This design comes from an exercise in tuning for small area, a short achievable clock period and few clock cycles on the open sky130 flow, not from production work.
At most, simulation tests tie the RTL to the original design; equivalence was not proved.
Only the layout flow was run in runs 3 and 4; the RTL was not checked for function there.

===== design/flow/design.v =====
package lsch_pkg;
  localparam int SlotCount    = 16;
  localparam int TicketBits   = 16;
  localparam int SlotIdxBits  = $clog2(SlotCount);
  localparam int TotalBits    = TicketBits + SlotIdxBits;
  localparam int RndBits      = 31;
  localparam int OutTotalBits = 20;
  localparam logic [TicketBits-1:0]   TicketMax   = '1;
  localparam logic [OutTotalBits-1:0] OutTotalMax = '1;
  localparam logic [2:0] OpAssign  = 3'd0;
  localparam logic [2:0] OpReady   = 3'd1;
  localparam logic [2:0] OpMove    = 3'd2;
  localparam logic [2:0] OpRelease = 3'd3;
  localparam logic [2:0] OpDraw    = 3'd4;
  typedef logic [TicketBits-1:0]  ticket_t;
  typedef logic [TotalBits-1:0]   total_t;
  typedef logic [SlotIdxBits-1:0] slot_idx_t;
  typedef struct packed {
    logic [2:0]         operation;
    logic [3:0]         slot;
    logic [3:0]         other_slot;
    logic [15:0]        ticket_count;
    logic               is_ready;
    logic [RndBits-1:0] random_value;
  } req_t;
  typedef struct packed {
    logic                    found;
    logic [3:0]              winner_slot;
    logic [15:0]             moved;
    logic [OutTotalBits-1:0] total_ready;
  } res_t;
  function automatic logic [OutTotalBits-1:0] sat_total(input total_t t);
    sat_total = t;
  endfunction
endpackage
module lsch_ram #(
  parameter int Depth = 16,
  parameter int Width = 16
) (
  input  logic                     clk_i,
  input  logic                     we_i,
  input  logic [$clog2(Depth)-1:0] waddr_i,
  input  logic [Width-1:0]         wdata_i,
  input  logic [$clog2(Depth)-1:0] raddr_i,
  output logic [Width-1:0]         rdata_o
);
  logic [Width-1:0] mem [Depth];
  always_ff @(posedge clk_i) begin
    if (we_i) begin
      mem[waddr_i] <= wdata_i;
    end
  end
  always_ff @(posedge clk_i) begin
    rdata_o <= mem[raddr_i];
  end
endmodule
module lsch_mod (
  input  logic                         clk_i,
  input  logic                         rst_ni,
  input  logic                         start_i,
  input  logic [lsch_pkg::RndBits-1:0] dividend_i,
  input  lsch_pkg::total_t             divisor_i,
  output logic                         done_o,
  output lsch_pkg::total_t             rem_o
);
  localparam int CntBits = $clog2(lsch_pkg::RndBits);
  logic                         busy_q, done_q;
  logic [CntBits-1:0]           cnt_q;
  logic [lsch_pkg::RndBits-1:0] dvd_q;
  lsch_pkg::total_t             div_q, rem_q;
  logic [lsch_pkg::TotalBits:0] trial, div_ext;
  logic                         ge;
  logic [lsch_pkg::TotalBits:0] trial_sub;
  assign trial   = {rem_q, dvd_q[lsch_pkg::RndBits-1]};
  assign div_ext = {1'b0, div_q};
  assign ge      = trial >= div_ext;
  assign trial_sub = trial - div_ext;
  always_ff @(posedge clk_i or negedge rst_ni) begin
    if (!rst_ni) begin
      busy_q <= 1'b0;
      done_q <= 1'b0;
      cnt_q  <= '0;
    end else begin
      done_q <= 1'b0;
      if (start_i) begin
        busy_q <= 1'b1;
        cnt_q  <= 5'd30;
      end else if (busy_q) begin
        cnt_q <= cnt_q - 1'b1;
        if (cnt_q == '0) begin
          busy_q <= 1'b0;
          done_q <= 1'b1;
        end
      end
    end
  end
  always_ff @(posedge clk_i) begin
    if (start_i) begin
      dvd_q <= dividend_i;
      div_q <= divisor_i;
      rem_q <= '0;
    end else if (busy_q) begin
      dvd_q <= dvd_q << 1;
      rem_q <= ge ? trial_sub[lsch_pkg::TotalBits-1:0] : trial[lsch_pkg::TotalBits-1:0];
    end
  end
  assign done_o = done_q;
  assign rem_o  = rem_q;
endmodule
module lottery_scheduler (
  input  logic           clk_i,
  input  logic           rst_ni,
  input  logic           in_valid_i,
  output logic           in_stall_o,
  input  logic [58:0]    in_req_i,
  output logic           out_valid_o,
  input  logic           out_stall_i,
  output logic [40:0]    out_res_o
);
  lsch_pkg::req_t in_req;
  assign in_req = lsch_pkg::req_t'(in_req_i);
  typedef enum logic [2:0] {
    StIdle  = 3'd0,
    StExec  = 3'd1,
    StDiv   = 3'd2,
    StMv1   = 3'd3,
    StMv2   = 3'd4
  } state_e;
  logic [15:0] tix_q [16];
  logic [15:0] use_q, rdy_q;
  logic [19:0] total_q;
  state_e      state_q;
  logic [2:0]  op_q;
  logic [3:0]  s_q, d_q;
  logic [15:0] t_q;
  logic        isr_q;
  logic [30:0] rv_q;
  logic [1:0]  gsel_q;       
  logic [1:0]  lsel_q;       
  logic [19:0] rem_q;        
  logic [21:0] t3_q;         
  logic [3:0]  cnt_q;        
  logic [3:0]  dig_q;        
  logic        walk_q;       
  logic [1:0]  pn_q;         
  logic [19:0] wrem_q;       
  logic        out_valid_q;
  logic        res_found_q;
  logic [3:0]  res_win_q;
  logic [15:0] res_moved_q;
  logic [15:0] g [4];
  logic [3:0]  glive;
  always_comb begin
    for (int i = 0; i < 4; i++) g[i] = tix_q[{gsel_q, 2'(i)}];
    glive = 4'((use_q & rdy_q) >> {gsel_q, 2'd0});
  end
  logic [15:0] tp;
  assign tp = g[lsel_q];
  logic s_use, s_rdy, d_use, d_rdy;
  assign s_use = use_q[s_q];
  assign s_rdy = rdy_q[s_q];
  assign d_use = use_q[d_q];
  assign d_rdy = rdy_q[d_q];
  logic out_free;
  assign out_free = !out_valid_q || !out_stall_i;
  logic exec_noop;
  always_comb begin
    case (op_q)
      lsch_pkg::OpAssign:  exec_noop = !(s_use && s_rdy);    
      lsch_pkg::OpReady:   exec_noop = !(s_use && (s_rdy != isr_q));
      lsch_pkg::OpMove:    exec_noop = !(s_use && d_use && (s_q != d_q));
      lsch_pkg::OpRelease: exec_noop = !s_rdy;
      lsch_pkg::OpDraw:    exec_noop = (total_q == 20'd0);
      default:             exec_noop = 1'b1;
    endcase
  end
  logic        silent;
  assign silent = (state_q == StExec) && walk_q && exec_noop && (pn_q != 2'd3);
  logic exec_multi, div_last, r_frees;
  assign exec_multi = ((op_q == lsch_pkg::OpMove) && s_use && d_use && (s_q != d_q)) ||
                      ((op_q == lsch_pkg::OpDraw) && (total_q != 20'd0));
  assign div_last   = (cnt_q[3:1] == 3'd0);
  always_comb begin
    case (state_q)
      StIdle:  r_frees = 1'b1;
      StExec:  r_frees = (!walk_q && (pn_q == 2'd0) && !exec_multi) || silent;
      StDiv:   r_frees = div_last && !walk_q && (pn_q == 2'd0);
      StMv2:   r_frees = 1'b1;
      default: r_frees = 1'b0;
    endcase
  end
  assign in_stall_o = !(out_free && r_frees);
  logic in_accept;
  assign in_accept  = in_valid_i && !in_stall_o;
  assign out_valid_o = out_valid_q;
  assign out_res_o   = {res_found_q, res_win_q, res_moved_q, total_q};
  logic        tchg;           
  logic        fast_ok;
  logic [3:0]  jj;
  logic [19:0] rem_init;
  logic [31:0] rv_ext, rv_src;
  assign rv_ext = {1'b0, rv_q};
  assign tchg   = ((state_q == StExec) &&
                   (((op_q == lsch_pkg::OpAssign) && s_use && s_rdy) ||
                    ((op_q == lsch_pkg::OpReady) && s_use && (s_rdy != isr_q)) ||
                    ((op_q == lsch_pkg::OpRelease) && s_use && s_rdy))) ||
                  (state_q == StMv2);
  assign fast_ok = !tchg && (total_q != 20'd0) && (in_req.operation == lsch_pkg::OpDraw);
  assign rv_src  = (state_q == StExec && op_q == lsch_pkg::OpDraw) ? rv_ext : {1'b0, in_req.random_value};
  always_comb begin
    jj = 4'd0;
    for (int b = 0; b < 20; b++) begin
      if (total_q[b]) jj = 4'((b + 1) >> 1);
    end
    rem_init = 20'(rv_src >> (6'd32 - {1'b0, jj, 1'b0}));
  end
  function automatic logic [3:0] dig_pair(input logic [31:0] v, input logic [3:0] i);
    logic [33:0] w;
    w = {v, 2'b00};
    dig_pair = w[{i, 1'b0} +: 4];
  endfunction
  function automatic logic [19:0] r4step(input logic [19:0] r, input logic [1:0] dg,
                                         input logic [19:0] t, input logic [21:0] t3);
    logic [21:0] xx;
    logic [22:0] e1, e2, e3;
    xx = {r, dg};
    e1 = {1'b0, xx} - {3'b0, t};
    e2 = {1'b0, xx} - {2'b0, t, 1'b0};
    e3 = {1'b0, xx} - {1'b0, t3};
    if (!e3[22])      r4step = e3[19:0];
    else if (!e2[22]) r4step = e2[19:0];
    else if (!e1[22]) r4step = e1[19:0];
    else              r4step = xx[19:0];
  endfunction
  logic [19:0] rem_a, rem_b, rem_fin;
  always_comb begin
    rem_a   = r4step(rem_q, dig_q[3:2], total_q, t3_q);
    rem_b   = r4step(rem_a, dig_q[1:0], total_q, t3_q);
    rem_fin = (cnt_q == 4'd0) ? rem_a : rem_b;
  end
  logic [21:0] nw0, nw1, nw2, nw3, r22;
  logic [21:0] sa, ca, sb, cb, sc, cc, ma, mb, mc;
  logic [21:0] e1, e2, e3, e4;
  always_comb begin
    r22 = {2'b0, wrem_q};
    nw0 = ~{6'd0, glive[0] ? g[0] : 16'd0};
    nw1 = ~{6'd0, glive[1] ? g[1] : 16'd0};
    nw2 = ~{6'd0, glive[2] ? g[2] : 16'd0};
    nw3 = ~{6'd0, glive[3] ? g[3] : 16'd0};
    ma = (r22 & nw0) | (r22 & nw1) | (nw0 & nw1);
    sa = r22 ^ nw0 ^ nw1;
    ca = {ma[20:0], 1'b1};
    mb = (sa & ca) | (sa & nw2) | (ca & nw2);
    sb = sa ^ ca ^ nw2;
    cb = {mb[20:0], 1'b1};
    mc = (sb & cb) | (sb & nw3) | (cb & nw3);
    sc = sb ^ cb ^ nw3;
    cc = {mc[20:0], 1'b1};
    e1 = r22 + nw0 + 22'd1;
    e2 = sa + ca + 22'd1;
    e3 = sb + cb + 22'd1;
    e4 = sc + cc + 22'd1;
  end
  logic [3:0] neg;
  assign neg = {e4[21], e3[21], e2[21], e1[21]};
  logic [16:0] mv_sum;
  assign mv_sum = {1'b0, tp} + {1'b0, t_q};
  state_e      state_d;
  logic [15:0] use_d, rdy_d;
  logic [19:0] total_d;
  logic [19:0] rem_d, wrem_d;
  logic [21:0] t3_d;
  logic [3:0]  cnt_d, dig_d;
  logic [1:0]  gsel_d, lsel_d;
  logic [15:0] t_d;
  logic        walk_d;
  logic        r_done;         
  logic        w_done;         
  logic        w_start;
  logic        rmoved;
  logic        p_out;          
  logic        tot_en, tot_sub, tot_mv;
  logic [19:0] tot_opnd;
  logic        tw_en;
  logic [3:0]  tw_addr;
  logic [15:0] tw_data;
  always_comb begin
    state_d  = state_q;
    use_d    = use_q;
    rdy_d    = rdy_q;
    total_d  = total_q;
    rem_d    = rem_q;
    wrem_d   = wrem_q;
    t3_d     = t3_q;
    cnt_d    = cnt_q;
    dig_d    = dig_q;
    gsel_d   = gsel_q;
    lsel_d   = lsel_q;
    t_d      = t_q;
    walk_d   = walk_q;
    r_done   = 1'b0;
    w_done   = 1'b0;
    w_start  = 1'b0;
    rmoved   = 1'b0;
    tw_en    = 1'b0;
    tw_addr  = s_q;
    tw_data  = t_q;
    tot_en   = 1'b0;
    tot_sub  = 1'b1;
    tot_mv   = 1'b0;
    if (walk_q && out_free) begin
      wrem_d = e4[19:0];               
      if (neg != 4'd0) begin
        w_done = 1'b1;
        walk_d = 1'b0;
        gsel_d = s_q[3:2];             
      end else begin
        gsel_d = gsel_q + 2'd1;
      end
    end
    case (state_q)
      StExec: begin
        if (silent || (!walk_q && (pn_q == 2'd0) && out_free)) begin
          case (op_q)
            lsch_pkg::OpAssign: begin
              r_done = 1'b1;
              tot_en     = s_use && s_rdy;
              tw_en      = 1'b1;
              use_d[s_q] = 1'b1;
              rdy_d[s_q] = 1'b0;
            end
            lsch_pkg::OpReady: begin
              r_done = 1'b1;
              if (s_use && (s_rdy != isr_q)) begin
                rdy_d[s_q] = isr_q;
                tot_en     = 1'b1;
                tot_sub    = !isr_q;
              end
            end
            lsch_pkg::OpMove: begin
              if (s_use && d_use && (s_q != d_q)) begin
                t3_d    = {6'd0, tp};
                t_d     = (t_q < tp) ? t_q : tp;
                gsel_d  = d_q[3:2];
                lsel_d  = d_q[1:0];
                state_d = StMv1;
              end else begin
                r_done = 1'b1;
              end
            end
            lsch_pkg::OpRelease: begin
              r_done = 1'b1;
              if (s_use) begin
                tot_en     = s_rdy;
                use_d[s_q] = 1'b0;
                rdy_d[s_q] = 1'b0;
              end
            end
            lsch_pkg::OpDraw: begin
              if (total_q == 20'd0) begin
                r_done = 1'b1;
              end else begin
                t3_d    = {2'b0, total_q} + {1'b0, total_q, 1'b0};
                rem_d   = rem_init;
                cnt_d   = 4'd15 - jj;
                dig_d   = dig_pair(rv_src, 4'd15 - jj);
                state_d = StDiv;
              end
            end
            default: r_done = 1'b1;
          endcase
        end
      end
      StDiv: begin
        if (!div_last) begin
          rem_d = rem_b;
          cnt_d = cnt_q - 4'd2;
          dig_d = dig_pair(rv_ext, cnt_q - 4'd2);
        end else if (!walk_q && (pn_q == 2'd0)) begin
          w_start = 1'b1;
          wrem_d  = rem_fin;
          walk_d  = 1'b1;
          gsel_d  = 2'd0;
          state_d = StIdle;
        end
      end
      StMv1: begin
        if (out_free) begin
          tw_en   = 1'b1;
          tw_addr = d_q;
          tw_data = mv_sum[16] ? 16'hffff : mv_sum[15:0];
          t_d     = mv_sum[16] ? ~tp : t_q;
          state_d = StMv2;
        end
      end
      StMv2: begin
        if (out_free) begin
          tw_en   = 1'b1;
          tw_data = t3_q[15:0] - t_q;
          tot_mv  = 1'b1;
          tot_en  = s_rdy != d_rdy;
          tot_sub = s_rdy;
          r_done  = 1'b1;
          rmoved  = 1'b1;
        end
      end
      default: ;
    endcase
    if (silent) r_done = 1'b0;           
    if (r_done || silent) state_d = StIdle;
    p_out = !walk_q && (pn_q != 2'd0) && out_free;
    tot_opnd = {4'd0, tot_mv ? t_q : tp};
    if (tot_en) total_d = total_q + (tot_sub ? ~tot_opnd : tot_opnd) + {19'd0, tot_sub};
    if (in_accept) begin
      lsel_d  = in_req.slot[1:0];
      state_d = StExec;
      if (!(walk_q && !w_done) && !w_start) gsel_d = in_req.slot[3:2];
      if (fast_ok) begin
        state_d = StDiv;
        rem_d   = rem_init;
        cnt_d   = 4'd15 - jj;
        dig_d   = dig_pair(rv_src, 4'd15 - jj);
        t3_d    = {2'b0, total_q} + {1'b0, total_q, 1'b0};
      end
    end
  end
  always_ff @(posedge clk_i or negedge rst_ni) begin
    if (!rst_ni) begin
      state_q     <= StIdle;
      use_q       <= '0;
      rdy_q       <= '0;
      total_q     <= '0;
      walk_q      <= 1'b0;
      pn_q        <= 2'd0;
      out_valid_q <= 1'b0;
    end else begin
      state_q <= state_d;
      use_q   <= use_d;
      rdy_q   <= rdy_d;
      total_q <= total_d;
      walk_q  <= walk_d;
      if (silent)     pn_q <= pn_q + 2'd1;
      else if (p_out) pn_q <= pn_q - 2'd1;
      if (out_free) out_valid_q <= r_done || w_done || p_out;
    end
  end
  always_ff @(posedge clk_i) begin
    if (out_free) begin            
      res_found_q <= w_done;
      res_win_q   <= w_done ? {gsel_q, neg[0] ? 2'd0 : neg[1] ? 2'd1 : neg[2] ? 2'd2 : 2'd3}
                            : 4'd0;
      res_moved_q <= rmoved ? t_q : 16'd0;
    end
    if (in_accept) begin
      op_q  <= in_req.operation;
      s_q   <= in_req.slot;
      d_q   <= in_req.other_slot;
      isr_q <= in_req.is_ready;
      rv_q  <= in_req.random_value;
    end
    t_q    <= in_accept ? in_req.ticket_count : t_d;
    gsel_q <= gsel_d;
    lsel_q <= lsel_d;
    rem_q  <= rem_d;
    wrem_q <= wrem_d;
    t3_q   <= t3_d;
    cnt_q  <= cnt_d;
    dig_q  <= dig_d;
    if (tw_en) tix_q[tw_addr] <= tw_data;
  end
endmodule

===== design/flow/run.sh =====
#!/bin/bash
# synth_recipe.tcl (not shown) runs the flow's synth.tcl, then flattens the netlist and writes it again
# the make line also repeats each setting of config.mk as NAME=value (left out here)
make -C /OpenROAD-flow-scripts/flow DESIGN_CONFIG=/design/flow/config.mk WORK_HOME=/design/flow/orfs CLKGATE_MAP_FILE= SYNTH_SCRIPT=/design/flow/synth_recipe.tcl finish

===== design/flow/config.mk =====
export PLATFORM = sky130hd
export DESIGN_NAME = lottery_scheduler
export DESIGN_NICKNAME = lottery_scheduler
export VERILOG_FILES = /design/flow/design.v
export SDC_FILE = /design/flow/constraint.sdc
export NUM_CORES = 4
export LEC_CHECK = 0
export ABC_AREA = 1
export ABC_CLOCK_PERIOD_IN_PS = 4000
export CAP_MARGIN = 10
export CORE_MARGIN = 2
export CORE_UTILIZATION = 40
export SETUP_SLACK_MARGIN = 3.0
export SLEW_MARGIN = 10
export TNS_END_PERCENT = 0

===== design/flow/constraint.sdc =====
create_clock -name core_clock -period 8.0 [get_ports {clk_i}]
set_input_delay 1.6000 -clock core_clock [delete_from_list [all_inputs] [get_ports {clk_i}]]
set_output_delay 1.6000 -clock core_clock [all_outputs]
set_load 0.01 [all_outputs]

==> summary.md, run 1 <==
| Metric | Value |
|---|---|
| Setup slack of the worst register-to-register path | `about 2600 ps` |
| Count of synthesis-stage warnings from yosys | `2` |
| Register area share after synthesis | `a little over a third` |
| Aggregate negative setup slack | `0 ps` |
| Final clock period utilization by the worst path | `67.3%` |
| Buffer type at the clock tree root | `sky130_fd_sc_hd__clkbuf_16` |
| Clock latency on the worst-skew pair | `~640 ps` |
| Die footprint | `~95000 sq um` |
| GRT Residual Overflow | `0` |
| Die Y | `between 300 and 400 um` |
| Antenna violations before repair | `1` |
| Hpwl dp | `108 mm` |
| Final net count | `approximately 5300` |
| MaxCap Viol Count | `0` |
| TritonCTS Buffers | `53` |
| Number of setup violations in the final report | `0` |
| Post-detailed-route via-to-cell ratio | `slightly below 6` |
| CTS Buffer Depth | `3` |
| Final Slew Violations | `0` |
| Fin worst setup slack | `2620 ps` |
| Post-DP Area | `a little under 40000 sq um` |
| Avg Inst Size Synth | `roughly 7.9 sq um` |
| Count of different cell masters after synthesis | `between 70 and 80` |
| Cell family with the largest share of critical-path delay | `adder cells` |
| Share of layout cells above drive strength 1 | `13.1%` |
| Ys flop type | `sky130_fd_sc_hd__edfxtp_1` |
| Number of vias in the routed layout | `about 35000` |
| Clock sink count | `between 400 and 500` |
| Endpoint of the worst register-to-register path | `gsel_q[0]` |
| Critical Path Source Type | `register` |
| Fillers | `between 8000 and 9000` |
| Setup repair after global routing missed its margin | `yes` |
| Highest Clock Rate | `~190 MHz` |
| 1st-iter DRT viols | `about 3700` |
| DRT Wirelength | `around 140 mm` |
| Cell type of the slowest stage on the worst timing path | `sky130_fd_sc_hd__fa_1` |
| Relative area change from synthesis to final layout | `19.5%` |
| Routability cong. | `~1.1` |
| CP Data Arrival Time | `5910 ps` |
| Sum of buffers and inverters on the critical path | `7` |
| Remaining design rule violation count | `0` |
| CTS H-tree depth | `2` |
| Critical path peak fanout | `8` |
| Most frequent CP cell | `sky130_fd_sc_hd__nor2_4` |
| Post-detailed-route count of antenna-violating nets | `0` |
| Clock tree from TritonCTS | `yes` |
| Post-route design area | `~44000 sq um` |
| Critical Path End Type | `register` |
| Final hold vios | `0` |
| Headroom to the max-slew limit | `between 10% and 20%` |
| Area of combinational cells with multiple inputs | `22500 sq um` |
| Detailed-route wire length per cell | `~24 um` |
| Total of flip-flops plus latches after synthesis | `roughly 470` |
| Via count of the first global-routing pass | `about 33000` |
| Nets in the synthesized netlist | `approximately 5100` |
| Worst Hold Depth | `2` |
| Critical path's largest stage delay | `between 500 and 600 ps` |
| First element of the critical path | `gsel_q[1]` |
| Hold Path Class | `register to register` |
| Global-route wire length before repair | `approximately 210 mm` |
| Core box area | `between 90000 and 100000 sq um` |
| Fraction of registers with async set/reset | `12.6%` |
| Measured slew at the worst slew-check pin | `about 1300 ps` |
| Largest net degree at the start of global routing | `60` |
| R2R cell count | `26` |
| Length of the first detailed-routing pass in iterations | `6` |
| Post-layout min period | `between 5000 and 6000 ps` |
| I/O pin total | `~110` |
| Outcome | `no timing/DRC/antenna violations` |
| Number of synthesized flops with an enable pin | `~340` |
| Clock Pin Slew Worst Setup and Hold Paths | `around 60 ps` |
| Setup Crit Path Kind | `register to register` |
| Req. time, crit path | `roughly 8500 ps` |
| Post-placement worst setup slack | `just under 1000 ps` |
| X dimension of the die | `roughly 310 um` |
| Starting density of the core | `between 40 and 50%` |
| Area taken by flip-flops and latches | `approximately 13000 sq um` |
| Global-route usage over all layers | `29.5%` |
| Port buffer count | `around 110` |
| Startpoint of the worst-slack reg-to-reg timing path | `gsel_q[1]` |
| Final Skew | `between 30 and 40 ps` |
| Syn Inst Count | `4673` |
| Mapped cell area | `36900 sq um` |
| Standard-cell row count | `about 110` |
==> how the worst max path moves through the flow <==
stage	cells after the start	end	slack [ps]
finish	26	gsel_q[0]	2620
global route	32	rem_q[3]	2460
CTS	29	wrem_q[18]	2620
detailed placement	33	wrem_q[4]	980
global placement	33	wrem_q[4]	1040
floorplan	33	wrem_q[18]	2910
==> area by class of cell <==
type | instances | area share, %
Antenna cell | 1 | 0.00568
Clock buffer | 66 | 3.19
Clock inverter | 34 | 0.866
Inverter | 546 | 4.87
Multi-Input combinational cell | 3507 | 51.0
Sequential cell | 469 | 29.7
Tap cell | 1186 | 3.37
Timing Repair Buffer | 313 | 6.92
Timing Repair inverter | 4 | 0.0568
==> synthesized netlist by cell type (6+ instances only) <==
master                        n  area share [%]
sky130_fd_sc_hd__o31ai_1      8            0.16
sky130_fd_sc_hd__edfxtp_1   338              28
sky130_fd_sc_hd__buf_4        9            0.18
sky130_fd_sc_hd__dfxtp_1     72             3.9
sky130_fd_sc_hd__o22ai_1     14            0.24
sky130_fd_sc_hd__or2_2       23            0.39
sky130_fd_sc_hd__o21a_1      12            0.24
sky130_fd_sc_hd__a21boi_0    13            0.26
sky130_fd_sc_hd__nand3_2      7            0.19
sky130_fd_sc_hd__xor2_1      94             2.2
sky130_fd_sc_hd__inv_2       19            0.19
sky130_fd_sc_hd__buf_1       19            0.19
sky130_fd_sc_hd__xnor2_1     61             1.4
sky130_fd_sc_hd__o211ai_1    40            0.81
sky130_fd_sc_hd__clkinv_1     8           0.081
sky130_fd_sc_hd__nor3b_1      9            0.18
sky130_fd_sc_hd__nor4_1      18            0.31
sky130_fd_sc_hd__o21bai_1    15            0.31
sky130_fd_sc_hd__o221ai_1     8            0.19
sky130_fd_sc_hd__a22o_1      32            0.76
sky130_fd_sc_hd__a21oi_1    417             5.7
sky130_fd_sc_hd__nand2_1   1012              10
sky130_fd_sc_hd__nor2_1     317             3.2
sky130_fd_sc_hd__mux2i_1     17            0.46
sky130_fd_sc_hd__a211oi_1    21            0.43
sky130_fd_sc_hd__inv_1      518             5.3
sky130_fd_sc_hd__dfrtp_1     59             4.0
sky130_fd_sc_hd__nor3_1      64            0.87
sky130_fd_sc_hd__nand4_1     33            0.56
sky130_fd_sc_hd__nand3b_1     7            0.14
sky130_fd_sc_hd__clkbuf_1    80            0.81
sky130_fd_sc_hd__a22oi_1     52             1.1
sky130_fd_sc_hd__o32ai_1      8            0.19
sky130_fd_sc_hd__nand2_2      9            0.15
sky130_fd_sc_hd__o21ai_0    321             4.4
sky130_fd_sc_hd__a32o_1       6            0.16
sky130_fd_sc_hd__a21o_1      12            0.24
sky130_fd_sc_hd__o21ai_1     34            0.46
sky130_fd_sc_hd__a31oi_1     34            0.58
sky130_fd_sc_hd__buf_2       43            0.58
sky130_fd_sc_hd__nand3_1    316             4.3
sky130_fd_sc_hd__fa_1        57             3.1
sky130_fd_sc_hd__a221oi_1    46             1.1
sky130_fd_sc_hd__ha_1       303              10
==> what timing repair did <==
item	in CTS	in global routing
gates cloned	9	6
buffers inserted	46	76
endpoints found under the setup margin	468	457
resized for setup	184	147
pin swaps	26	65
hold buffers	0	0
==> metrics by stage <==
stage / hold WS, ps / utilization, % / std cells
6_report: 492 / 48.2 / 6126
5_1_grt: 517 / 48.2 / 6125
4_1_cts: 497 / 46.6 / 6043
3_5_place_dp: 482 / 43.2 / 5888
3_3_place_gp: 468 / 43.2 / 5888
2_1_floorplan: 453 / - / 4673
==> per-layer routing <==
layer | wire length (um) | track usage (%) | part of all wire, % | vias up
met5 | 9 | 0 | 0.0062 | -
met4 | 7940 | 13.0 | 5.5 | 2
met3 | 10700 | 4.24 | 7.4 | 332
met2 | 65200 | 47.6 | 45 | 1509
met1 | 60600 | 39.1 | 42 | 17000
li1 | - | - | - | 16700
==> registers in the layout (all words and copies together) (netlist names), 2 cells and up, named ones only <==
signal       flops
op_q             3
state_q          3
s_q              4
wrem_q          20
rem_q           20
total_q         20
dig_q            4
t3_q            22
pn_q             2
d_q              4
gsel_q           2
lsel_q           2
res_moved_q     16
rdy_q           16
res_win_q        4
t_q             16
cnt_q            4
rv_q            31
tix_q          256
==> worst register-to-register path, stage by stage (launching register included) <==
cell and delay (ps):
sky130_fd_sc_hd__dfxtp_4 390, sky130_fd_sc_hd__buf_4 130, sky130_fd_sc_hd__nor2_4 40, sky130_fd_sc_hd__buf_12 140
sky130_fd_sc_hd__inv_4 70, sky130_fd_sc_hd__a21oi_2 50, sky130_fd_sc_hd__nor4_4 270, sky130_fd_sc_hd__buf_6 210
sky130_fd_sc_hd__inv_6 90, sky130_fd_sc_hd__nor2_2 200, sky130_fd_sc_hd__fa_2 510, sky130_fd_sc_hd__fa_1 520
sky130_fd_sc_hd__inv_1 80, sky130_fd_sc_hd__fa_1 530, sky130_fd_sc_hd__ha_4 320, sky130_fd_sc_hd__nand4_1 210
sky130_fd_sc_hd__nor4_4 270, sky130_fd_sc_hd__nand3_1 140, sky130_fd_sc_hd__nand3_2 120, sky130_fd_sc_hd__nand2_2 70
sky130_fd_sc_hd__nor2_4 190, sky130_fd_sc_hd__nor2_4 70, sky130_fd_sc_hd__buf_6 130, sky130_fd_sc_hd__o21ai_4 210
sky130_fd_sc_hd__o22ai_1 100, sky130_fd_sc_hd__a21oi_1 160, sky130_fd_sc_hd__nor2_1 50
==> layout by cell type, fill, tap and decap left out, types with 17 or more instances in the layout <==
cell type and count:
sky130_fd_sc_hd__dfxtp_1 65, sky130_fd_sc_hd__o211ai_1 40, sky130_fd_sc_hd__inv_2 35, sky130_fd_sc_hd__o21ai_1 39, sky130_fd_sc_hd__o21ai_0 294, sky130_fd_sc_hd__a211oi_1 20
sky130_fd_sc_hd__ha_4 22, sky130_fd_sc_hd__a21oi_1 392, sky130_fd_sc_hd__a22oi_1 50, sky130_fd_sc_hd__ha_1 278, sky130_fd_sc_hd__fa_1 49, sky130_fd_sc_hd__nand2_2 23
sky130_fd_sc_hd__clkbuf_16 56, sky130_fd_sc_hd__nand4_1 33, sky130_fd_sc_hd__nor2_2 21, sky130_fd_sc_hd__nor3_1 60, sky130_fd_sc_hd__nor2_1 293, sky130_fd_sc_hd__inv_1 482
sky130_fd_sc_hd__clkinvlp_4 17, sky130_fd_sc_hd__dfrtp_1 41, sky130_fd_sc_hd__nand3_1 306, sky130_fd_sc_hd__a22o_1 31, sky130_fd_sc_hd__dfrtp_2 17, sky130_fd_sc_hd__a221oi_2 17
sky130_fd_sc_hd__a21oi_2 23, sky130_fd_sc_hd__xnor2_1 61, sky130_fd_sc_hd__a31oi_1 33, sky130_fd_sc_hd__a221oi_1 19, sky130_fd_sc_hd__nand2_1 993, sky130_fd_sc_hd__xor2_1 94
sky130_fd_sc_hd__edfxtp_1 338, sky130_fd_sc_hd__clkdlybuf4s50_1 104, sky130_fd_sc_hd__buf_4 177, sky130_fd_sc_hd__o21ai_2 25, sky130_fd_sc_hd__or2_2 20
==> cell families (layout without fill, tap and decap cells) <==
logic type / after synthesis / count (layout) / share of synthesized area, %
and+or+nand+nor: 1837 / 1838 / 21.2
muxes: 17 / 17 / 0.461
DFF: 469 / 469 / 35.4
xor gates and xnor gates: 156 / 156 / 3.73
adders and majority gates: 360 / 360 / 13.4
other: 0 / 1 / 0
buffers and inverters: 699 / 963 / 7.40
AOI/OAI and AO/OA: 1135 / 1136 / 18.4
Testbench counts, summed over its fixed seeds: cycles 30,200.
==> run 2, diff against run 1 <==
--- a/design/flow/config.mk
+++ b/design/flow/config.mk
@@ -9,7 +9,7 @@
 export ABC_CLOCK_PERIOD_IN_PS = 4000
 export CAP_MARGIN = 10
 export CORE_MARGIN = 2
-export CORE_UTILIZATION = 40
+export CORE_UTILIZATION = 44
 export SETUP_SLACK_MARGIN = 3.0
 export SLEW_MARGIN = 10
 export TNS_END_PERCENT = 0
==> summary.md, run 2 <==
| Metric | Value |
|---|---|
| Outcome | `no timing/DRC/antenna violations` |
| Most used standard cell by instance count after synthesis | `sky130_fd_sc_hd__nand2_1` |
| Count of synthesis-stage warnings from yosys | `2 (unchanged)` |
| Top register by number of flip-flops | `tix_q` |
| Critical path's largest stage delay | `520 ps (about the same)` |
| Setup Crit Path Kind | `register to register` |
| Setup slack of the worst register-to-register path | `2530 ps (-90 ps)` |
| GRT Residual Overflow | `0 (unchanged)` |
| Critical Path End Type | `register` |
| Area share of the largest cell type after synthesis | `27.5% (unchanged)` |
| Setup repair after global routing missed its margin | `yes` |
| Clock Pin Slew Worst Setup and Hold Paths | `70 ps (about the same)` |
| CTS H-tree depth | `2 (unchanged)` |
| Antenna violations before repair | `4 (+3)` |
| Register area share after synthesis | `35.4% (unchanged)` |
| Syn Inst Count | `4673 (unchanged)` |
| Largest registers | `tix_q x256, rv_q x31, t3_q x22` |
| Flip-flop count of the largest register, all copies and words added | `256 (unchanged)` |
| Final hold vios | `0 (unchanged)` |
| Most common library cell in the layout ignoring fill and taps | `sky130_fd_sc_hd__nand2_1` |
| Clock tree from TritonCTS | `yes` |
| Avg Inst Size Synth | `7.89 sq um (unchanged)` |
| Count of antenna diodes in the layout | `0 (-1)` |
| Mapped cell area | `36900 sq um (unchanged)` |
| X dimension of the die | `293 um (-4.6%)` |
| Clock sink count | `469 (unchanged)` |
| MaxCap Viol Count | `0 (unchanged)` |
| Critical path peak fanout | `7 (-1)` |
| Post-detailed-route count of antenna-violating nets | `0 (unchanged)` |
| Final Slew Violations | `0 (unchanged)` |
| Nets in the synthesized netlist | `5096 (unchanged)` |
| Largest net degree at the start of global routing | `66 (+10%)` |
| Share of layout cells above drive strength 1 | `11.6% (-1.5 points)` |
| Detailed-route wire length per cell | `23.4 um (-0.95%)` |
| 1st-iter DRT viols | `3139 (-16%)` |
| I/O pin total | `106 (unchanged)` |
| Starting density of the core | `44.3% (+4.0 points)` |
| Port buffer count | `105 (unchanged)` |
| Final clock period utilization by the worst path | `68.4% (+1.1 points)` |
| Worst Hold Depth | `1 (-1)` |
| Die Y | `293 um (-4.6%)` |
| Cell type of the slowest stage on the worst timing path | `sky130_fd_sc_hd__fa_1` |
| Relative area change from synthesis to final layout | `17.3%` |
| Measured slew at the worst slew-check pin | `1160 ps (-112 ps)` |
| Number of synthesized flops with an enable pin | `338 (unchanged)` |
| R2R cell count | `32 (+23%)` |
| Clock latency on the worst-skew pair | `650 ps (about the same)` |
| Standard-cell row count | `106 (-4.5%)` |
| Top post-synthesis cells by count | `sky130_fd_sc_hd__nand2_1 (1012), sky130_fd_sc_hd__inv_1 (518), sky130_fd_sc_hd__a21oi_1 (417)` |
| Via count of the first global-routing pass | `33200 (-0.22%)` |
| Biggest area consumer among synthesized cells | `sky130_fd_sc_hd__edfxtp_1` |
| Commonest cells after routing, fill and taps aside | `sky130_fd_sc_hd__nand2_1 (1001), sky130_fd_sc_hd__inv_1 (483), sky130_fd_sc_hd__a21oi_1 (399)` |
| Ys flop type | `sky130_fd_sc_hd__edfxtp_1` |
| Die footprint | `86100 sq um (-9.0%)` |
| CTS Buffer Depth | `3 (unchanged)` |
| TritonCTS Buffers | `54 (+1.9%)` |
| Hold Path Class | `register to register` |
| Post-detailed-route via-to-cell ratio | `5.81 (+0.40%)` |
| CP Data Arrival Time | `6030 ps (+120 ps)` |
| Total of flip-flops plus latches after synthesis | `469 (unchanged)` |
| Hpwl dp | `107 mm (-0.84%)` |
| DRT Wirelength | `140 mm (-3.1%)` |
| Highest Clock Rate | `183 MHz (-1.7%)` |
| Startpoint of the worst-slack reg-to-reg timing path | `gsel_q[0]` |
| Biggest area contributors in the synthesized netlist | `sky130_fd_sc_hd__edfxtp_1 (28%), sky130_fd_sc_hd__nand2_1 (10%), sky130_fd_sc_hd__ha_1 (10%)` |
| Global-route wire length before repair | `208 mm (-1.2%)` |
| Req. time, crit path | `8560 ps (+30 ps)` |
| Count of different cell masters after synthesis | `77 (unchanged)` |
| Final net count | `5294 (-0.43%)` |
| Buffer type at the clock tree root | `sky130_fd_sc_hd__clkbuf_16` |
| Post-layout min period | `5470 ps (+91.8 ps)` |
| Aggregate negative setup slack | `0 ps (unchanged)` |
| Worst Hold End | `rdy_q[2]` |
| Fraction of registers with async set/reset | `12.6% (unchanged)` |
| Global-route usage over all layers | `31.8% (+2.4 points)` |
| Launch point of the worst hold path | `rdy_q[2]` |
| Headroom to the max-slew limit | `22.6% (+7.9 points)` |
| Final Skew | `35.6 ps (+3.23 ps)` |
| Worst hold slack | `494 ps (+2.45 ps)` |
| Core box area | `83300 sq um (-9.0%)` |
| Number of vias in the routed layout | `34800 (-1.8%)` |
| Length of the first detailed-routing pass in iterations | `5 (-1)` |
| Number of setup violations in the final report | `0 (unchanged)` |
| Routability cong. | `1.00 (-5.5%)` |
| Critical Path Source Type | `register` |
| Endpoint of the worst register-to-register path | `wrem_q[18]` |
| Remaining design rule violation count | `0 (unchanged)` |
-- run 2: how the worst max path moves through the flow --
| stage | startpoint | to | cells after the start |
|---|---|---|---|
| 2_1_floorplan | gsel_q[0] | wrem_q[18] | 33 |
| 3_3_place_gp | total_q[14] | wrem_q[4] | 31 |
| 3_5_place_dp | total_q[14] | wrem_q[4] | 31 |
| 4_1_cts | gsel_q[1] | wrem_q[17] | 27 |
| 5_1_grt | total_q[0] | rem_q[17] | 31 |
| 6_report | gsel_q[0] | wrem_q[18] | 32 |
-- run 2: cell families (layout without fill, tap and decap cells) --
logic type               count (synthesis)  in the layout  share of synthesized area [%]
AND/OR/NAND/NOR                       1837           1837                           21.2
adder cells (fa/ha/maj)                360            360                           13.4
flip-flops                             469            469                           35.4
buffers and inverters                  699            939                           7.40
multiplexers                            17             17                          0.461
AO/OA/AOI/OAI                         1135           1136                           18.4
XOR/XNOR                               156            156                           3.73
-- run 2: what timing repair did --
item,CTS,global route
setup endpoints to repair,346,351
buffers inserted,40,58
pin swaps,26,36
cloned,6,4
resized for setup,145,109
hold buffers,0,0
-- run 2: area by class of cell --
cell class | instances | area [sq um]
repair buffers | 289 | 2660
flip-flops and latches | 469 | 13100
well taps | 1080 | 1350
fillers | 8080 | 40000
repair inverters | 5 | 33.8
multi-input cells | 3506 | 22100
clock inverters | 36 | 449
inverters | 546 | 2150
clock buffers | 63 | 1400
-- run 2: stage by stage --
stage	utilization, %	worst slack (ps)	cell area, sq um	instances
after floorplan	-	2910	37100	4673
after global placement	47.4	1280	39500	5787
after detailed placement	47.4	1190	39500	5787
after CTS	50.7	2510	42300	5932
after global routing	51.9	2290	43300	5994
final	51.9	2530	43300	5994
-- run 2: worst max-delay path, delay by kind of cell (launching register included) --
kind | cells | cell delay, ps
simple gates | 11 | 1140
fa+ha+maj | 4 | 1820
buf+inv | 9 | 820
flops | 1 | 400
compound gates | 8 | 1190
-- run 2: routing by layer --
layer | vias to the layer above | share of wire, % | track usage [%]
met5 | - | 0.029 | 0
li1 | 16600 | - | -
met4 | 6 | 5.3 | 14.1
met2 | 1344 | 46 | 52.3
met3 | 278 | 6.9 | 4.15
met1 | 16600 | 42 | 42.0
==> run 3, diff against run 2 <==
--- a/design/flow/design.v
+++ b/design/flow/design.v
@@ -129,6 +129,7 @@
   logic [15:0] tix_q [16];
   logic [15:0] use_q, rdy_q;
   logic [19:0] total_q;
+  logic        tz_q;         
   state_e      state_q;
   logic [2:0]  op_q;
   logic [3:0]  s_q, d_q;
@@ -166,11 +167,11 @@
   logic exec_noop;
   always_comb begin
     case (op_q)
-      lsch_pkg::OpAssign:  exec_noop = !(s_use && s_rdy);    
+      lsch_pkg::OpAssign:  exec_noop = 1'b0;
       lsch_pkg::OpReady:   exec_noop = !(s_use && (s_rdy != isr_q));
       lsch_pkg::OpMove:    exec_noop = !(s_use && d_use && (s_q != d_q));
-      lsch_pkg::OpRelease: exec_noop = !s_rdy;
-      lsch_pkg::OpDraw:    exec_noop = (total_q == 20'd0);
+      lsch_pkg::OpRelease: exec_noop = !s_use;
+      lsch_pkg::OpDraw:    exec_noop = tz_q;
       default:             exec_noop = 1'b1;
     endcase
   end
@@ -178,7 +179,7 @@
   assign silent = (state_q == StExec) && walk_q && exec_noop && (pn_q != 2'd3);
   logic exec_multi, div_last, r_frees;
   assign exec_multi = ((op_q == lsch_pkg::OpMove) && s_use && d_use && (s_q != d_q)) ||
-                      ((op_q == lsch_pkg::OpDraw) && (total_q != 20'd0));
+                      ((op_q == lsch_pkg::OpDraw) && !tz_q);
   assign div_last   = (cnt_q[3:1] == 3'd0);
   always_comb begin
     case (state_q)
@@ -205,7 +206,7 @@
                     ((op_q == lsch_pkg::OpReady) && s_use && (s_rdy != isr_q)) ||
                     ((op_q == lsch_pkg::OpRelease) && s_use && s_rdy))) ||
                   (state_q == StMv2);
-  assign fast_ok = !tchg && (total_q != 20'd0) && (in_req.operation == lsch_pkg::OpDraw);
+  assign fast_ok = !tchg && !tz_q && (in_req.operation == lsch_pkg::OpDraw);
   assign rv_src  = (state_q == StExec && op_q == lsch_pkg::OpDraw) ? rv_ext : {1'b0, in_req.random_value};
   always_comb begin
     jj = 4'd0;
@@ -320,7 +321,9 @@
     end
     case (state_q)
       StExec: begin
-        if (silent || (!walk_q && (pn_q == 2'd0) && out_free)) begin
+        if (silent) begin
+          state_d = StIdle;
+        end else if (!walk_q && (pn_q == 2'd0) && out_free) begin
           case (op_q)
             lsch_pkg::OpAssign: begin
               r_done = 1'b1;
@@ -357,7 +360,7 @@
               end
             end
             lsch_pkg::OpDraw: begin
-              if (total_q == 20'd0) begin
+              if (tz_q) begin
                 r_done = 1'b1;
               end else begin
                 t3_d    = {2'b0, total_q} + {1'b0, total_q, 1'b0};
@@ -406,8 +409,7 @@
       end
       default: ;
     endcase
-    if (silent) r_done = 1'b0;           
-    if (r_done || silent) state_d = StIdle;
+    if (r_done) state_d = StIdle;
     p_out = !walk_q && (pn_q != 2'd0) && out_free;
     tot_opnd = {4'd0, tot_mv ? t_q : tp};
     if (tot_en) total_d = total_q + (tot_sub ? ~tot_opnd : tot_opnd) + {19'd0, tot_sub};
@@ -430,6 +432,7 @@
       use_q       <= '0;
       rdy_q       <= '0;
       total_q     <= '0;
+      tz_q        <= 1'b1;
       walk_q      <= 1'b0;
       pn_q        <= 2'd0;
       out_valid_q <= 1'b0;
@@ -438,6 +441,7 @@
       use_q   <= use_d;
       rdy_q   <= rdy_d;
       total_q <= total_d;
+      tz_q    <= (total_d == 20'd0);
       walk_q  <= walk_d;
       if (silent)     pn_q <= pn_q + 2'd1;
       else if (p_out) pn_q <= pn_q - 2'd1;
--- a/design/flow/config.mk
+++ b/design/flow/config.mk
@@ -9,7 +9,7 @@
 export ABC_CLOCK_PERIOD_IN_PS = 4000
 export CAP_MARGIN = 10
 export CORE_MARGIN = 2
-export CORE_UTILIZATION = 44
+export CORE_UTILIZATION = 40
 export SETUP_SLACK_MARGIN = 3.0
 export SLEW_MARGIN = 10
-export TNS_END_PERCENT = 0
+export TNS_END_PERCENT = 5
==> summary.md, run 3 <==
| Metric | Value |
|---|---|
| Clock Pin Slew Worst Setup and Hold Paths | `70 ps (about the same)` |
| Count of different cell masters after synthesis | `74 (-3.9%)` |
| Largest net degree at the start of global routing | `61 (-7.6%)` |
| Avg Inst Size Synth | `7.46 sq um (-5.5%)` |
| Nets in the synthesized netlist | `5627 (+10%)` |
| Top post-synthesis cells by count | `sky130_fd_sc_hd__nand2_1 (1264), sky130_fd_sc_hd__inv_1 (587), sky130_fd_sc_hd__nand3_1 (488)` |
| Hold-fix buffer count after cts | `0 (unchanged)` |
| CTS Buffer Depth | `3 (unchanged)` |
| Hold Path Class | `register to register` |
| CTS H-tree depth | `2 (unchanged)` |
| Final Slew Violations | `0 (unchanged)` |
| Top register by number of flip-flops | `tix_q` |
| Biggest area contributors in the synthesized netlist | `sky130_fd_sc_hd__edfxtp_1 (26%), sky130_fd_sc_hd__nand2_1 (12%), sky130_fd_sc_hd__ha_1 (9.4%)` |
| Setup Crit Path Kind | `register to register` |
| DRT Wirelength | `159 mm (+13%)` |
| Count of synthesis-stage warnings from yosys | `2 (unchanged)` |
| Syn Inst Count | `5214 (+12%)` |
| CP Data Arrival Time | `5980 ps (-50 ps)` |
| Hpwl dp | `119 mm (+12%)` |
| Number of setup violations in the final report | `0 (unchanged)` |
| Relative area change from synthesis to final layout | `19.1%` |
| Number of synthesized flops with an enable pin | `338 (unchanged)` |
| Die footprint | `99700 sq um (+16%)` |
| Antenna violations before repair | `4 (unchanged)` |
| Commonest cells after routing, fill and taps aside | `sky130_fd_sc_hd__nand2_1 (1226), sky130_fd_sc_hd__inv_1 (549), sky130_fd_sc_hd__nand3_1 (470)` |
| Outcome | `no timing/DRC/antenna violations` |
| Setup repair after global routing missed its margin | `yes` |
| Register area share after synthesis | `33.7% (-1.8 points)` |
| Global routing usage on met3 | `4.43% (+0.29 points)` |
| Mapped cell area | `38900 sq um (+5.5%)` |
| Routability cong. | `1.08 (+8.0%)` |
| Req. time, crit path | `8580 ps (+20 ps)` |
| Port buffer count | `105 (unchanged)` |
| Final net count | `5848 (+10%)` |
| Area of combinational cells with multiple inputs | `24300 sq um (+9.9%)` |
| Final Skew | `87.4 ps (+51.8 ps)` |
| Highest Clock Rate | `185 MHz (+1.2%)` |
| Die Y | `316 um (+7.6%)` |
| MaxCap Viol Count | `0 (unchanged)` |
| Global-route usage over all layers | `31.1% (-0.77 points)` |
| GRT Residual Overflow | `0 (unchanged)` |
| Number of vias in the routed layout | `38900 (+12%)` |
| Biggest area consumer among synthesized cells | `sky130_fd_sc_hd__edfxtp_1` |
| Standard-cell row count | `114 (+7.5%)` |
| Grt met1 use | `41.9% (-0.075 points)` |
| Global-route wire length before repair | `233 mm (+12%)` |
| Length of the first detailed-routing pass in iterations | `6 (+1)` |
| Critical Path Source Type | `register` |
| Post-detailed-route via-to-cell ratio | `5.76 (-0.85%)` |
| Clock tree from TritonCTS | `yes` |
| Critical Path End Type | `register` |
| Fin worst setup slack | `2590 ps (+66.6 ps)` |
| Most common library cell in the layout ignoring fill and taps | `sky130_fd_sc_hd__nand2_1` |
| TritonCTS Buffers | `55 (+1.9%)` |
| Share of layout cells above drive strength 1 | `13.6% (+2.0 points)` |
| 1st-iter DRT viols | `4442 (+42%)` |
| Flip-flop count of the largest register, all copies and words added | `256 (unchanged)` |
| Gr busiest metal | `met2` |
| Headroom to the max-slew limit | `40.5% (+18 points)` |
| GR Layer Usage met2 | `49.2% (-3.1 points)` |
| Ys flop type | `sky130_fd_sc_hd__edfxtp_1` |
| Total of flip-flops plus latches after synthesis | `470 (+0.21%)` |
| X dimension of the die | `316 um (+7.6%)` |
| Core box area | `96600 sq um (+16%)` |
| Clock sink count | `470 (+0.21%)` |
| Final hold vios | `0 (unchanged)` |
| Measured slew at the worst slew-check pin | `885 ps (-275 ps)` |
| Via count of the first global-routing pass | `36400 (+9.7%)` |
| Clock latency on the worst-skew pair | `690 ps (+40 ps)` |
| Area share of the largest cell type after synthesis | `26.1% (-1.4 points)` |
| Most used standard cell by instance count after synthesis | `sky130_fd_sc_hd__nand2_1` |
| I/O pin total | `106 (unchanged)` |
| Critical path's largest stage delay | `570 ps (+50 ps)` |
| Post-detailed-route count of antenna-violating nets | `0 (unchanged)` |
| Post-placement worst setup slack | `1340 ps (+149 ps)` |
| Fraction of registers with async set/reset | `12.8% (+0.19 points)` |
| Starting density of the core | `40.3% (-4.0 points)` |
| Detailed-route wire length per cell | `23.5 um (+0.71%)` |
| Largest registers | `tix_q x256, rv_q x31, t3_q x22` |
| Area taken by flip-flops and latches | `13100 sq um (+0.25%)` |
| Remaining design rule violation count | `0 (unchanged)` |
| Buffer type at the clock tree root | `sky130_fd_sc_hd__clkbuf_16` |
| Aggregate negative setup slack | `0 ps (unchanged)` |
| Cell type of the slowest stage on the worst timing path | `sky130_fd_sc_hd__fa_1` |
| Final clock period utilization by the worst path | `67.6% (-0.83 points)` |
| Post-layout min period | `5410 ps (-66.6 ps)` |
| Critical path peak fanout | `5 (-2)` |
| Fillers | `9549 (+18%)` |
run 3: cell types whose count changed after synthesis, moves of 23 or more:
cell / previous run / this run
sky130_fd_sc_hd__inv_1: 518 / 587
sky130_fd_sc_hd__nand4_1: 33 / 59
sky130_fd_sc_hd__nor2_1: 317 / 393
sky130_fd_sc_hd__o21ai_0: 321 / 288
sky130_fd_sc_hd__nand3_1: 316 / 488
sky130_fd_sc_hd__nand2_1: 1012 / 1264
sky130_fd_sc_hd__a22o_1: 32 / 9
run 3: metal layers:
| metal | share of wire, % | wire length (um) |
|---|---|---|
| met1 | 42 | 66600 |
| met2 | 44 | 70400 |
| met3 | 8.3 | 13200 |
| met4 | 5.5 | 8770 |
| met5 | 0.0050 | 8 |
run 3: area by class of cell:
type	count	area share (%)
repair buffers	320	6.37
multi-input cells	3959	52.5
flip-flops and latches	470	28.4
clock inverters	38	0.908
well taps	1276	3.45
clock buffers	62	3.05
inverters	627	5.37
repair inverters	2	0.0405
diodes	1	0.00540
run 3: worst paths after layout:
kind	startpoint	end	slack, ps	cells past startpoint
hold / removal	t3_q[21]	t3_q[21]	490	2
min in group asynchronous	rst_ni	state_q[1]	1120	2
max in group asynchronous	rst_ni	total_q[10]	6210	2
setup / recovery	gsel_q[1]	gsel_q[0]	2590	29
setup reg to reg	gsel_q[1]	gsel_q[0]	2590	29
hold reg to reg	t3_q[21]	t3_q[21]	490	2
run 3: metrics by stage:
stage / utilization [%] / instance area [sq um] / std cells / hold WS, ps
detailed placement: 43.0 / 41500 / 6507 / 471
CTS: 46.9 / 45200 / 6698 / 480
finish: 48.0 / 46300 / 6755 / 487
global placement: 43.0 / 41500 / 6507 / 463
global route: 48.0 / 46300 / 6755 / 494
floorplan: - / 39100 / 5214 / 447
run 3: logic make-up (layout without fill, tap and decap cells):
family | count (synthesis) | after routing | synth area share, %
compound gates | 1059 | 1059 | 15.8
fa+ha+maj | 350 | 350 | 12.4
mux | 14 | 14 | 0.360
buf+inv | 792 | 1049 | 8.12
simple gates | 2386 | 2393 | 26.4
flops | 470 | 470 | 33.7
other cells | 0 | 1 | 0
xor+xnor | 143 | 143 | 3.22
run 3: what timing repair did:
action	in CTS	in global routing
gates resized for setup	279	156
setup buffers	80	54
pin swaps	40	44
gates cloned	11	2
endpoints found under the setup margin	327	327
run 3: critical path, delay by kind of cell, from the launching register on:
family          cells  cell delay, ps
flops               1             370
simple gates       10            1160
compound gates      6             780
fa+ha+maj           5            2090
buf+inv             8             850
==> run 4, diff against run 3 <==
--- a/design/flow/design.v
+++ b/design/flow/design.v
@@ -129,7 +129,6 @@
   logic [15:0] tix_q [16];
   logic [15:0] use_q, rdy_q;
   logic [19:0] total_q;
-  logic        tz_q;         
   state_e      state_q;
   logic [2:0]  op_q;
   logic [3:0]  s_q, d_q;
@@ -171,7 +170,7 @@
       lsch_pkg::OpReady:   exec_noop = !(s_use && (s_rdy != isr_q));
       lsch_pkg::OpMove:    exec_noop = !(s_use && d_use && (s_q != d_q));
       lsch_pkg::OpRelease: exec_noop = !s_use;
-      lsch_pkg::OpDraw:    exec_noop = tz_q;
+      lsch_pkg::OpDraw:    exec_noop = (total_q == 20'd0);
       default:             exec_noop = 1'b1;
     endcase
   end
@@ -179,7 +178,7 @@
   assign silent = (state_q == StExec) && walk_q && exec_noop && (pn_q != 2'd3);
   logic exec_multi, div_last, r_frees;
   assign exec_multi = ((op_q == lsch_pkg::OpMove) && s_use && d_use && (s_q != d_q)) ||
-                      ((op_q == lsch_pkg::OpDraw) && !tz_q);
+                      ((op_q == lsch_pkg::OpDraw) && (total_q != 20'd0));
   assign div_last   = (cnt_q[3:1] == 3'd0);
   always_comb begin
     case (state_q)
@@ -206,7 +205,7 @@
                     ((op_q == lsch_pkg::OpReady) && s_use && (s_rdy != isr_q)) ||
                     ((op_q == lsch_pkg::OpRelease) && s_use && s_rdy))) ||
                   (state_q == StMv2);
-  assign fast_ok = !tchg && !tz_q && (in_req.operation == lsch_pkg::OpDraw);
+  assign fast_ok = !tchg && (total_q != 20'd0) && (in_req.operation == lsch_pkg::OpDraw);
   assign rv_src  = (state_q == StExec && op_q == lsch_pkg::OpDraw) ? rv_ext : {1'b0, in_req.random_value};
   always_comb begin
     jj = 4'd0;
@@ -360,7 +359,7 @@
               end
             end
             lsch_pkg::OpDraw: begin
-              if (tz_q) begin
+              if (total_q == 20'd0) begin
                 r_done = 1'b1;
               end else begin
                 t3_d    = {2'b0, total_q} + {1'b0, total_q, 1'b0};
@@ -426,13 +425,36 @@
       end
     end
   end
+  logic start_any;
+  assign start_any = (in_accept && fast_ok) ||
+                     ((state_q == StExec) && (op_q == lsch_pkg::OpDraw) && !walk_q &&
+                      (pn_q == 2'd0) && out_free && (total_q != 20'd0));
+  logic [19:0] rem_n, wrem_n;
+  always_comb begin
+    if (start_any)                             rem_n = rem_init;
+    else if ((state_q == StDiv) && div_last)   rem_n = rem_q;
+    else                                       rem_n = rem_b;
+    if (w_start)                               wrem_n = rem_fin;
+    else if (!out_free)                        wrem_n = wrem_q;
+    else                                       wrem_n = e4[19:0];
+  end
+  logic [1:0] gsel_n, gsel_other;
+  always_comb begin
+    gsel_other = in_accept ? in_req.slot[3:2] : s_q[3:2];
+    if (walk_q) begin
+      if (!out_free)          gsel_n = gsel_q;
+      else if (neg != 4'd0)   gsel_n = gsel_other;
+      else                    gsel_n = gsel_q + 2'd1;
+    end else begin
+      gsel_n = gsel_d;
+    end
+  end
   always_ff @(posedge clk_i or negedge rst_ni) begin
     if (!rst_ni) begin
       state_q     <= StIdle;
       use_q       <= '0;
       rdy_q       <= '0;
       total_q     <= '0;
-      tz_q        <= 1'b1;
       walk_q      <= 1'b0;
       pn_q        <= 2'd0;
       out_valid_q <= 1'b0;
@@ -441,7 +463,6 @@
       use_q   <= use_d;
       rdy_q   <= rdy_d;
       total_q <= total_d;
-      tz_q    <= (total_d == 20'd0);
       walk_q  <= walk_d;
       if (silent)     pn_q <= pn_q + 2'd1;
       else if (p_out) pn_q <= pn_q - 2'd1;
@@ -463,10 +484,10 @@
       rv_q  <= in_req.random_value;
     end
     t_q    <= in_accept ? in_req.ticket_count : t_d;
-    gsel_q <= gsel_d;
+    gsel_q <= gsel_n;
     lsel_q <= lsel_d;
-    rem_q  <= rem_d;
-    wrem_q <= wrem_d;
+    rem_q  <= rem_n;
+    wrem_q <= wrem_n;
     t3_q   <= t3_d;
     cnt_q  <= cnt_d;
     dig_q  <= dig_d;
--- a/design/flow/config.mk
+++ b/design/flow/config.mk
@@ -5,7 +5,6 @@
 export SDC_FILE = /design/flow/constraint.sdc
 export NUM_CORES = 4
 export LEC_CHECK = 0
-export ABC_AREA = 1
 export ABC_CLOCK_PERIOD_IN_PS = 4000
 export CAP_MARGIN = 10
 export CORE_MARGIN = 2
==> summary.md, run 4 <==
| Metric | Value |
|---|---|
| Fillers | `8094 (-15%)` |
| Critical path peak fanout | `6 (+1)` |
| Mapped cell area | `36600 sq um (-5.9%)` |
| Number of cells in the design after placement | `4846 (-26%)` |
| GRT Residual Overflow | `0 (unchanged)` |
| CTS H-tree depth | `2 (unchanged)` |
| Worst Hold Depth | `2 (unchanged)` |
| Global-route wire length before repair | `193 mm (-17%)` |
| Via count of the first global-routing pass | `30000 (-18%)` |
| R2R cell count | `25 (-14%)` |
| Measured slew at the worst slew-check pin | `1070 ps (+188 ps)` |
| Count of synthesis-stage warnings from yosys | `2 (unchanged)` |
| Biggest area consumer among synthesized cells | `sky130_fd_sc_hd__edfxtp_1` |
| Final hold vios | `0 (unchanged)` |
| Post-detailed-route count of antenna-violating nets | `0 (unchanged)` |
| Register area share after synthesis | `37.0% (+3.3 points)` |
| Endpoint of the worst register-to-register path | `gsel_q[0]` |
| Setup repair after global routing missed its margin | `yes` |
| Routability cong. | `1.03 (-5.5%)` |
| Fraction of registers with async set/reset | `12.5% (-0.24 points)` |
| Worst hold slack | `477 ps (-9.28 ps)` |
| Global-route usage over all layers | `27.0% (-4.1 points)` |
| Sum of buffers and inverters on the critical path | `6 (-2)` |
| Syn Inst Count | `3597 (-31%)` |
| Aggregate negative setup slack | `0 ps (unchanged)` |
| Avg Inst Size Synth | `10.2 sq um (+36%)` |
| Critical Path Source Type | `register` |
| Die footprint | `93900 sq um (-5.8%)` |
| Number of setup violations in the final report | `0 (unchanged)` |
| Post-layout min period | `6150 ps (+739 ps)` |
| Hpwl dp | `95.7 mm (-20%)` |
| DRT Wirelength | `130 mm (-18%)` |
| Number of vias in the routed layout | `31600 (-19%)` |
| Area of combinational cells with multiple inputs | `23600 sq um (-3.0%)` |
| Highest Clock Rate | `163 MHz (-12%)` |
| Ys flop type | `sky130_fd_sc_hd__edfxtp_1` |
| Remaining design rule violation count | `0 (unchanged)` |
| Area taken by flip-flops and latches | `13600 sq um (+3.3%)` |
| CP Data Arrival Time | `6500 ps (+520 ps)` |
| Final Util | `50.0% (+2.1 points)` |
| Post-detailed-route via-to-cell ratio | `6.10 (+5.8%)` |
| Setup slack of the worst register-to-register path | `1850 ps (-740 ps)` |
| Cell type of the slowest stage on the worst timing path | `sky130_fd_sc_hd__fa_1` |
| Flip-flop count of the largest register, all copies and words added | `256 (unchanged)` |
| Share of layout cells above drive strength 1 | `22.5% (+9.0 points)` |
| Core box area | `90300 sq um (-6.5%)` |
| Biggest area contributors in the synthesized netlist | `sky130_fd_sc_hd__edfxtp_1 (31%), sky130_fd_sc_hd__ha_1 (10%), sky130_fd_sc_hd__mux4_2 (7.2%)` |
| Die Y | `306 um (-3.0%)` |
| Length of the first detailed-routing pass in iterations | `7 (+1)` |
| Most frequent CP cell | `sky130_fd_sc_hd__fa_1` |
| CTS Buffer Depth | `3 (unchanged)` |
| Number of synthesized flops with an enable pin | `380 (+12%)` |
| Most common library cell in the layout ignoring fill and taps | `sky130_fd_sc_hd__edfxtp_1` |
| Starting density of the core | `40.5% (+0.25 points)` |
| Clock Pin Slew Worst Setup and Hold Paths | `70 ps (about the same)` |
| Critical path's largest stage delay | `590 ps (+20 ps)` |
| Final net count | `4384 (-25%)` |
| Detailed-route wire length per cell | `25.2 um (+7.0%)` |
| Clock latency on the worst-skew pair | `640 ps (-50 ps)` |
| Port buffer count | `105 (unchanged)` |
| Nets in the synthesized netlist | `4020 (-29%)` |
| Largest registers | `tix_q x256, rv_q x31, t3_q x22` |
| Headroom to the max-slew limit | `28.1% (-12 points)` |
| Hold Path Class | `register to register` |
| TritonCTS Buffers | `53 (-3.6%)` |
| Most used standard cell by instance count after synthesis | `sky130_fd_sc_hd__edfxtp_1` |
| MaxCap Viol Count | `0 (unchanged)` |
| Clock sink count | `471 (+0.21%)` |
| I/O pin total | `106 (unchanged)` |
| Largest net degree at the start of global routing | `60 (-1.6%)` |
| Outcome | `no timing/DRC/antenna violations` |
| Worst Hold End | `t3_q[21]` |
| Final Skew | `27.1 ps (-60.3 ps)` |
| Req. time, crit path | `8360 ps (-220 ps)` |
| Setup Crit Path Kind | `register to register` |
| X dimension of the die | `306 um (-3.0%)` |
| Antenna violations before repair | `2 (-2)` |
| Commonest cells after routing, fill and taps aside | `sky130_fd_sc_hd__edfxtp_1 (380), sky130_fd_sc_hd__nand2_1 (324), sky130_fd_sc_hd__buf_4 (295)` |
| Buffer type at the clock tree root | `sky130_fd_sc_hd__clkbuf_16` |
| Launch point of the worst hold path | `t3_q[21]` |
| Area share of the largest cell type after synthesis | `31.2% (+5.1 points)` |
| Critical Path End Type | `register` |
| Clock tree from TritonCTS | `yes` |
| Total of flip-flops plus latches after synthesis | `471 (+0.21%)` |
| 1st-iter DRT viols | `3672 (-17%)` |
| Relative area change from synthesis to final layout | `23.5%` |
| Final Slew Violations | `0 (unchanged)` |
| Top register by number of flip-flops | `tix_q` |
| Standard-cell row count | `110 (-3.5%)` |
| Cell family with the largest share of critical-path delay | `adder cells` |
| Finished Layout Cells | `5183 (-23%)` |
| Count of different cell masters after synthesis | `99 (+34%)` |
| Final clock period utilization by the worst path | `76.8% (+9.2 points)` |
| Top post-synthesis cells by count | `sky130_fd_sc_hd__edfxtp_1 (380), sky130_fd_sc_hd__nand2_1 (329), sky130_fd_sc_hd__ha_1 (303)` |
==> run 4: cell types whose count changed in the layout (fill, tap and decap cells not counted), sizes merged, moves of 126 or more <==
cell,before,now
a21oi,424,248
inv,602,239
nand3,502,68
nor2,406,230
nand2,1276,333
buf,213,339
==> run 4: how the worst max path moves through the flow <==
stage	startpoint	end	slack, ps	cells past startpoint
floorplan	gsel_q[0]	gsel_q[0]	2370	25
global placement	gsel_q[0]	gsel_q[1]	1130	25
detailed placement	gsel_q[0]	gsel_q[1]	950	25
CTS	gsel_q[0]	gsel_q[0]	1940	28
global route	gsel_q[0]	gsel_q[0]	1640	28
finish	register	gsel_q[0]	1850	25
==> run 4: what timing repair did <==
action                     in CTS  in global routing
setup endpoints to repair     355                369
cloned                          8                  1
setup buffers                 150                 77
pin swaps                      86                 81
resized for setup             206                178
hold buffers                    0                  0
==> run 4: through the flow <==
step | setup WS, ps | instance area [sq um]
after CTS | 1940 | 43800
after global placement | 1130 | 39800
after floorplan | 2370 | 37100
after detailed placement | 947 | 39800
after global routing | 1640 | 45200
final | 1850 | 45200
==> run 4: cells by family after synthesis <==
logic type	after synthesis	share of synthesized area, %
compound gates	1032	18.8
simple gates	936	12.0
flops	471	37.0
buf+inv	390	4.10
fa+ha+maj	360	13.5
mux	224	10.3
xor+xnor	184	4.40
==> run 4: cell type report <==
type | instances | area share [%]
Multi-Input combinational cell | 2744 | 52.2
Sequential cell | 471 | 30.0
Timing Repair Buffer | 443 | 8.46
Tap cell | 1176 | 3.26
Clock buffer | 63 | 3.02
Inverter | 248 | 2.17
Clock inverter | 37 | 0.867
Antenna cell | 1 | 0.00554
==> run 4: worst reg2reg max path: cells and delay by family, from the launching register on <==
kind	cells	cell delay, ps
flops	1	430
simple gates	4	630
compound gates	9	1660
mux	1	560
fa+ha+maj	5	1960
buf+inv	6	620
==> run 4: per-layer routing <==
| layer | GRT usage, % | vias up | share of wire (%) |
|---|---|---|---|
| met4 | 9.36 | 2 | 4.1 |
| met5 | 0 | - | 0.010 |
| met3 | 3.57 | 298 | 7.7 |
| met2 | 43.1 | 1461 | 45 |
| li1 | - | 14300 | - |
| met1 | 37.8 | 15600 | 43 |

static timing again, ports no longer ideal:
No port has a modelled driver above. Below, the same layouts with a new extraction and two added sets of constraints. Step 1 assumes that a clkbuf_16 drives the clock port and a buf_2 every other input. Step 2 times the ports against the registers' clock, not the clock port: input delays grow and output delays shrink by t, the midpoint of the rising clock arrivals with the driver on. Slacks: no drivers / after step 1 / after step 2; pairs: no drivers / after step 1.
| run | shift t [ns] | setup WS [ns] | clock arrival spread, ns | cell pins on the clock port's net |
|---|---|---|---|---|
| run 1 | 0.697 | 2.618 / 2.618 / 2.291 | 0.032 / 0.032 | 1 |
| run 2 | 0.693 | 2.527 / 2.527 / 2.136 | 0.035 / 0.036 | 1 |
| run 3 | 0.718 | 2.593 / 2.593 / 2.251 | 0.088 / 0.087 | 1 |
| run 4 | 0.694 | 1.854 / 1.854 / 1.797 | 0.027 / 0.027 | 1 |
After both steps setup and hold are still met in every run listed. The setup slack of run 2, which loses most, moves by 0.000 ns with the drivers and by -0.391 ns with both steps.
